From an optimization exercise on the open Yosys and OpenROAD flow, aimed at small area and a short achievable clock period; shortcuts taken in it are not production practice.
In this exercise RTL edits were held to simulation tests only and were not proved equivalent to the original.
The clock port is modelled as an ideal driver, which makes a skipped or thinned clock tree look cheaper than it is; a real chip needs a root buffer or a tree.
Power figures rest on the tool's default switching activity, not on a simulated workload.

JK:
==> flow/design.v (excerpt) <==
module ddr_port_mux
(
	input  logic        afi_phy_clk,
	input  logic        rst,
	input  logic [31:0] wport0_addr,
	input  logic [31:0] wport0_data,
	input  logic [31:0] wport2_addr,
	input  logic [31:0] wport2_data,
	input  logic [1:0]  wport_req,
	output logic [1:0]  wport_ready,
	input  logic [31:0] rport1_addr,
	input  logic [31:0] rport3_addr,
	input  logic [1:0]  rport_req,
	output logic [1:0]  rport_ready,
	output logic [31:0] rport1_data,
	output logic [31:0] rport3_data,
	output logic [1:0]  rport_data_valid,
	input  logic        local_init_done,
	input  logic        local_ready,
	input  logic [31:0] local_rdata,
	input  logic        local_rdata_valid,
	output logic [31:0] local_address,
	output logic [31:0] local_wdata,
	output logic        local_write_req,
	output logic        local_read_req
);
Size: roughly 1,900 cells after synthesis, about 950 flip-flops, roughly 34,000 um2 of cells after synthesis.
Settings: LEC_CHECK=0, CAP_MARGIN=20, CORE_MARGIN=2, CORE_UTILIZATION=65, CTS_CLUSTER_DIAMETER=60, CTS_CLUSTER_SIZE=30, GPL_TIMING_DRIVEN=0, SETUP_SLACK_MARGIN=5, SLEW_MARGIN=20; clock period 8.0 ns.
standard.sh (not shown) runs the stock make flow with config.mk's settings and CLKGATE_MAP_FILE= SYNTH_SCRIPT=/design/flow/synth_recipe.tcl, a recipe that flattens the netlist after the stock synthesis.
==> flow/flow/run.sh <==
#!/bin/bash
# standard layout with a tighter setup margin for repair_timing, small port
# buffers, free resizing, smaller clock-tree leaf buffers, and the clock
# tree's root buffer dropped after CTS, before its timing repair
set -euo pipefail
export SKIP_CTS_REPAIR_TIMING=1
export POST_CTS_TCL=$PWD/flow/noroot.tcl
export CTS_ARGS="-sink_clustering_enable -sink_clustering_size 18 -sink_clustering_max_diameter 60 -repair_clock_nets -sink_clustering_buffer sky130_fd_sc_hd__clkbuf_8"
bash standard.sh SETUP_SLACK_MARGIN=5.4 "BUFFER_PORTS_ARGS=-buffer_cell sky130_fd_sc_hd__buf_1" MATCH_CELL_FOOTPRINT=0 SKIP_CTS_REPAIR_TIMING=1 POST_CTS_TCL=$PWD/flow/noroot.tcl "CTS_ARGS=$CTS_ARGS" finish > standard_flow.log 2>&1
==> flow/flow/noroot.tcl <==
set block [ord::get_db_block]
proc sink_iterms {net} {
  set l {}
  foreach it [$net getITerms] { if {[$it isInputSignal]} { lappend l $it } }
  return $l
}
set pnet [[$block findBTerm afi_phy_clk] getNet]
set roots [sink_iterms $pnet]
if {[llength $roots] == 1} {
  set root [[lindex $roots 0] getInst]
  set rnet [[$root findITerm X] getNet]
  set loads [sink_iterms $rnet]
  set ok [expr {[llength $loads] >= 1 && [llength $loads] <= 4}]
  foreach l $loads {
    if {![string match sky130_fd_sc_hd__clkbuf_* [[[$l getInst] getMaster] getName]]} { set ok 0 }
  }
  if {$ok} {
    puts "noroot: removing [$root getName], port now drives [llength $loads] buffers"
    [lindex $roots 0] disconnect
    foreach l $loads { $l disconnect; $l connect $pnet }
    [$root findITerm X] disconnect
    odb::dbInst_destroy $root
    odb::dbNet_destroy $rnet
  } else {
    puts "noroot: tree shape not as expected, left unchanged"
  }
}
estimate_parasitics -placement
repair_timing_helper
set result [catch { detailed_placement } msg]
if { $result != 0 } {
  error "Detailed placement failed after CTS repair: $msg"
}
check_placement -verbose
estimate_parasitics -placement
In summary, JK completed successfully, with a layout that passed the timing, DRC and antenna checks.
Input-level comparison between MS and JK:
- GPL_ROUTABILITY_DRIVEN: unset -> 0
- GPL_TIMING_DRIVEN: 0 -> unset
Notes after the runs:
On layout-stage area growth over the synthesis result: between MS and JK, it ends up lower for MS.
Comparing MS and JK, the higher global-route usage was measured on JK.
Of MS and JK, JK shows the lower met2 capacity usage during global routing, with MS above it.
Comparing MS and JK, number of non-clock buffers is lower on MS.
#### Input delta (AL over MS)
- GPL_ROUTABILITY_DRIVEN removed (was 0)
- CTS_CLUSTER_SIZE changed from 30 to 20
- CTS_BUF_LIST newly set to sky130_fd_sc_hd__clkbuf_8
- CTS_CLUSTER_DIAMETER changed from 60 to 50
==> flow/flow/run.sh <==
#!/bin/bash
# standard layout with a tighter setup margin for repair_timing, small port
# buffers, free resizing, and the clock tree's root buffer dropped after CTS
set -euo pipefail
export POST_CTS_TCL=$PWD/flow/noroot.tcl
bash standard.sh SETUP_SLACK_MARGIN=5.4 "BUFFER_PORTS_ARGS=-buffer_cell sky130_fd_sc_hd__buf_1" MATCH_CELL_FOOTPRINT=0 POST_CTS_TCL=$PWD/flow/noroot.tcl finish > standard_flow.log 2>&1
diff --git a/flow/flow/noroot.tcl b/flow/flow/noroot.tcl
--- a/flow/flow/noroot.tcl
+++ b/flow/flow/noroot.tcl
@@ -27,9 +27,2 @@
 }
 estimate_parasitics -placement
-repair_timing_helper
-set result [catch { detailed_placement } msg]
-if { $result != 0 } {
-  error "Detailed placement failed after CTS repair: $msg"
-}
-check_placement -verbose
-estimate_parasitics -placement
==> run summary <==
Comparing MS and AL, post-route fraction of the period consumed by the critical path is lower on MS.
Taking MS as the reference, in AL combined global-route utilization of all metal layers shows an increase of 0.99 points; upper clock frequency limit saw a decrease.
Comparing MS and AL, the higher global-route wire length before repair is on AL.
AL vs MS, sequential share of layout area went down by 2.2 points.
Final cell count delta for AL relative to MS: 38 higher

Starting RTL as in the previous note.
clock: 8.0 ns
lec_check: 0
cap_margin: 20
core_margin: 2
core_utilization: 65
cts_cluster_diameter: 60
cts_cluster_size: 30
place_density: 0.8
setup_slack_margin: 5
slew_margin: 20
==> flow/flow/run.sh <==
#!/bin/bash
# standard layout with a tighter setup margin for repair_timing, small port
# buffers, free resizing, and the clock tree's root buffer dropped after CTS
set -euo pipefail
export POST_CTS_TCL=$PWD/flow/noroot.tcl
bash standard.sh SETUP_SLACK_MARGIN=5.4 "BUFFER_PORTS_ARGS=-buffer_cell sky130_fd_sc_hd__buf_1" MATCH_CELL_FOOTPRINT=0 POST_CTS_TCL=$PWD/flow/noroot.tcl finish > standard_flow.log 2>&1
==> flow/flow/noroot.tcl <==
set block [ord::get_db_block]
proc sink_iterms {net} {
  set l {}
  foreach it [$net getITerms] { if {[$it isInputSignal]} { lappend l $it } }
  return $l
}
set pnet [[$block findBTerm afi_phy_clk] getNet]
set roots [sink_iterms $pnet]
if {[llength $roots] == 1} {
  set root [[lindex $roots 0] getInst]
  set rnet [[$root findITerm X] getNet]
  set loads [sink_iterms $rnet]
  set ok [expr {[llength $loads] >= 1 && [llength $loads] <= 4}]
  foreach l $loads {
    if {![string match sky130_fd_sc_hd__clkbuf_* [[[$l getInst] getMaster] getName]]} { set ok 0 }
  }
  if {$ok} {
    puts "noroot: removing [$root getName], port now drives [llength $loads] buffers"
    [lindex $roots 0] disconnect
    foreach l $loads { $l disconnect; $l connect $pnet }
    [$root findITerm X] disconnect
    odb::dbInst_destroy $root
    odb::dbNet_destroy $rnet
  } else {
    puts "noroot: tree shape not as expected, left unchanged"
  }
}
estimate_parasitics -placement
The starting point finished with timing, DRC and antenna clean.
Change:
==> flow/flow/run.sh (replaced) <==
#!/bin/bash
# standard layout with a tighter setup margin for repair_timing, small port
# buffers, free resizing, smaller clock-tree leaf buffers, and the clock
# tree's root buffer dropped after CTS, before its timing repair
set -euo pipefail
export SKIP_CTS_REPAIR_TIMING=1
export POST_CTS_TCL=$PWD/flow/noroot.tcl
export CTS_ARGS="-sink_clustering_enable -sink_clustering_size 18 -sink_clustering_max_diameter 60 -repair_clock_nets -sink_clustering_buffer sky130_fd_sc_hd__clkbuf_8 -dont_use_dummy_load"
bash standard.sh SETUP_SLACK_MARGIN=5.4 "BUFFER_PORTS_ARGS=-buffer_cell sky130_fd_sc_hd__buf_1" MATCH_CELL_FOOTPRINT=0 SKIP_CTS_REPAIR_TIMING=1 POST_CTS_TCL=$PWD/flow/noroot.tcl "CTS_ARGS=$CTS_ARGS" finish > standard_flow.log 2>&1
--- a/flow/flow/noroot.tcl
+++ b/flow/flow/noroot.tcl
@@ -27,2 +27,9 @@
 }
 estimate_parasitics -placement
+repair_timing_helper
+set result [catch { detailed_placement } msg]
+if { $result != 0 } {
+  error "Detailed placement failed after CTS repair: $msg"
+}
+check_placement -verbose
+estimate_parasitics -placement
- PLACE_DENSITY: 0.8 -> unset
After rerunning: The new run ran to the end with no violations. Core utilization went down by 3.0 points. Area after synthesis stays the same. Combinational power decreases by about 2%. Wire length went up by 2.3%. Total power fell by 10%. Global-route usage came out higher by 0.72 points. Worst hold slack loses 0.0034 ns. Via count falls by 2.4%. Register-to-register slack is better by 0.04 ns.
Change:
==> flow/flow/run.sh (replaced) <==
#!/bin/bash
# standard layout with a tighter setup margin for repair_timing, small port
# buffers, free resizing, and the clock tree's root buffer dropped after CTS
set -euo pipefail
export POST_CTS_TCL=$PWD/flow/noroot.tcl
bash standard.sh SETUP_SLACK_MARGIN=5.6 "BUFFER_PORTS_ARGS=-buffer_cell sky130_fd_sc_hd__buf_1" MATCH_CELL_FOOTPRINT=0 POST_CTS_TCL=$PWD/flow/noroot.tcl finish > standard_flow.log 2>&1
--- a/flow/flow/noroot.tcl
+++ b/flow/flow/noroot.tcl
@@ -27,9 +27,2 @@
 }
 estimate_parasitics -placement
-repair_timing_helper
-set result [catch { detailed_placement } msg]
-if { $result != 0 } {
-  error "Detailed placement failed after CTS repair: $msg"
-}
-check_placement -verbose
-estimate_parasitics -placement
- CTS_CLUSTER_SIZE: 30 -> 35
What happened: Final area is higher by 6.8%. Clock power goes up by 42%. Clock skew drops by 0.014 ns. Total power climbs by 12%.
Change:
==> flow/flow/run.sh (replaced) <==
#!/bin/bash
# standard layout with a tighter setup margin for repair_timing, small port
# buffers, free resizing, smaller clock-tree leaf buffers, and the clock
# tree's root buffer dropped after CTS, before its timing repair
set -euo pipefail
export SKIP_CTS_REPAIR_TIMING=1
export POST_CTS_TCL=$PWD/flow/noroot.tcl
export CTS_ARGS="-sink_clustering_enable -sink_clustering_size 18 -sink_clustering_max_diameter 60 -repair_clock_nets -sink_clustering_buffer sky130_fd_sc_hd__clkbuf_8"
bash standard.sh SETUP_SLACK_MARGIN=5.4 "BUFFER_PORTS_ARGS=-buffer_cell sky130_fd_sc_hd__buf_1" MATCH_CELL_FOOTPRINT=0 SKIP_CTS_REPAIR_TIMING=1 POST_CTS_TCL=$PWD/flow/noroot.tcl "CTS_ARGS=$CTS_ARGS" finish > standard_flow.log 2>&1
--- a/flow/flow/noroot.tcl
+++ b/flow/flow/noroot.tcl
@@ -27,2 +27,9 @@
 }
 estimate_parasitics -placement
+repair_timing_helper
+set result [catch { detailed_placement } msg]
+if { $result != 0 } {
+  error "Detailed placement failed after CTS repair: $msg"
+}
+check_placement -verbose
+estimate_parasitics -placement
- CTS_CLUSTER_SIZE: 35 -> 30
Outcome: The new run went through all stages and came out clean; wire length shrinks by about 6%; global-route usage falls by 0.16 points; die area stays the same.
Change:
==> flow/flow/run.sh (replaced) <==
#!/bin/bash
# standard layout with a tighter setup margin for repair_timing, small port
# buffers, free resizing, and the clock tree's root buffer dropped after CTS
set -euo pipefail
export POST_CTS_TCL=$PWD/flow/noroot.tcl
bash standard.sh SETUP_SLACK_MARGIN=5.2 "BUFFER_PORTS_ARGS=-buffer_cell sky130_fd_sc_hd__buf_1" MATCH_CELL_FOOTPRINT=0 POST_CTS_TCL=$PWD/flow/noroot.tcl finish > standard_flow.log 2>&1
--- a/flow/flow/noroot.tcl
+++ b/flow/flow/noroot.tcl
@@ -27,9 +27,2 @@
 }
 estimate_parasitics -placement
-repair_timing_helper
-set result [catch { detailed_placement } msg]
-if { $result != 0 } {
-  error "Detailed placement failed after CTS repair: $msg"
-}
-check_placement -verbose
-estimate_parasitics -placement
- CTS_CLUSTER_SIZE: 30 -> 35
The changed run passed the timing, DRC and antenna checks.
Global-route usage increases by 0.47 points.
Area after synthesis does not change.
Design area came out higher by 1.5%.
Count of clock-buffer cells in the layout goes down by 31.
Routed wire length came out higher by 0.43%.
Critical path depth stays the same.
First-iteration DRC count grows by 4.1%.
Change:
==> flow/flow/run.sh (replaced) <==
#!/bin/bash
# standard layout with a tighter setup margin for repair_timing, small port
# buffers, free resizing, smaller clock-tree leaf buffers, and the clock
# tree's root buffer dropped after CTS
set -euo pipefail
export POST_CTS_TCL=$PWD/flow/noroot.tcl
export CTS_ARGS="-sink_clustering_enable -sink_clustering_size 18 -sink_clustering_max_diameter 60 -repair_clock_nets -sink_clustering_buffer sky130_fd_sc_hd__clkbuf_8"
bash standard.sh SETUP_SLACK_MARGIN=5.4 "BUFFER_PORTS_ARGS=-buffer_cell sky130_fd_sc_hd__buf_1" MATCH_CELL_FOOTPRINT=0 POST_CTS_TCL=$PWD/flow/noroot.tcl "CTS_ARGS=$CTS_ARGS" finish > standard_flow.log 2>&1
- CTS_CLUSTER_SIZE: 35 -> 30
The new run produced a clean layout.
Clock-buffer cell count increases by 31.
Global-route usage increases by 0.16 points.
Die area is unchanged.
First-iteration DRC count decreases by a little under a tenth.
Design area increases slightly.
Hold slack improved by 0.023 ns.
Area after synthesis is unchanged.
Via count increases slightly.

re-timing with driven ports:
The flow's constraints put no driver on any port. The routed layouts listed below were extracted and timed again, unchanged, in two steps.
Step 1, drivers: a clkbuf_16 drives afi_phy_clk and a buf_2 each remaining input, both assumed.
Step 2 moves the port delays by t, midway between the first and last clock arrival at a register: inputs arrive t later, outputs are due t later. That takes back most of the time a late clock gives input paths.
Three values: ideal, step 1, step 2; two values: the first two.
| run | t (ns) | setup WS [ns] | worst hold slack (ns) | worst setup path after step 2 | worst data-port slew with drivers (ns) |
|---|---|---|---|---|---|
| JK | 0.541 | 5.332 / 5.239 / 4.963 | 0.461 / 0.461 / 0.461 | input to register | 0.12 |
| MS | 0.532 | 5.360 / 5.232 / 4.961 | 0.451 / 0.451 / 0.451 | input to register | 0.12 |
| AL | 0.752 | 5.070 / 5.010 / 4.848 | 0.455 / 0.455 / 0.455 | input to register | 0.12 |
| the first run of note 2 | 0.555 | 5.346 / 5.226 / 4.924 | 0.455 / 0.455 / 0.455 | input to register | 0.12 |
| the second run of note 2 | 0.520 | 5.370 / 5.243 / 4.958 | 0.451 / 0.451 / 0.451 | input to register | 0.13 |
| the third run of note 2 | 0.552 | 5.336 / 5.213 / 4.945 | 0.447 / 0.447 / 0.447 | input to register | 0.12 |
| the fourth run of note 2 | 0.532 | 5.360 / 5.232 / 4.961 | 0.451 / 0.451 / 0.451 | input to register | 0.12 |
| the fifth run of note 2 | 0.559 | 5.302 / 5.172 / 4.868 | 0.438 / 0.438 / 0.438 | input to register | 0.11 |
| the sixth run of note 2 | 0.534 | 5.367 / 5.248 / 4.912 | 0.462 / 0.462 / 0.462 | input to register | 0.11 |
After both steps setup and hold are still met in every run listed. For the sixth run of note 2, which loses most, drivers alone change the setup slack by -0.119 ns; drivers and shift together by -0.455 ns.
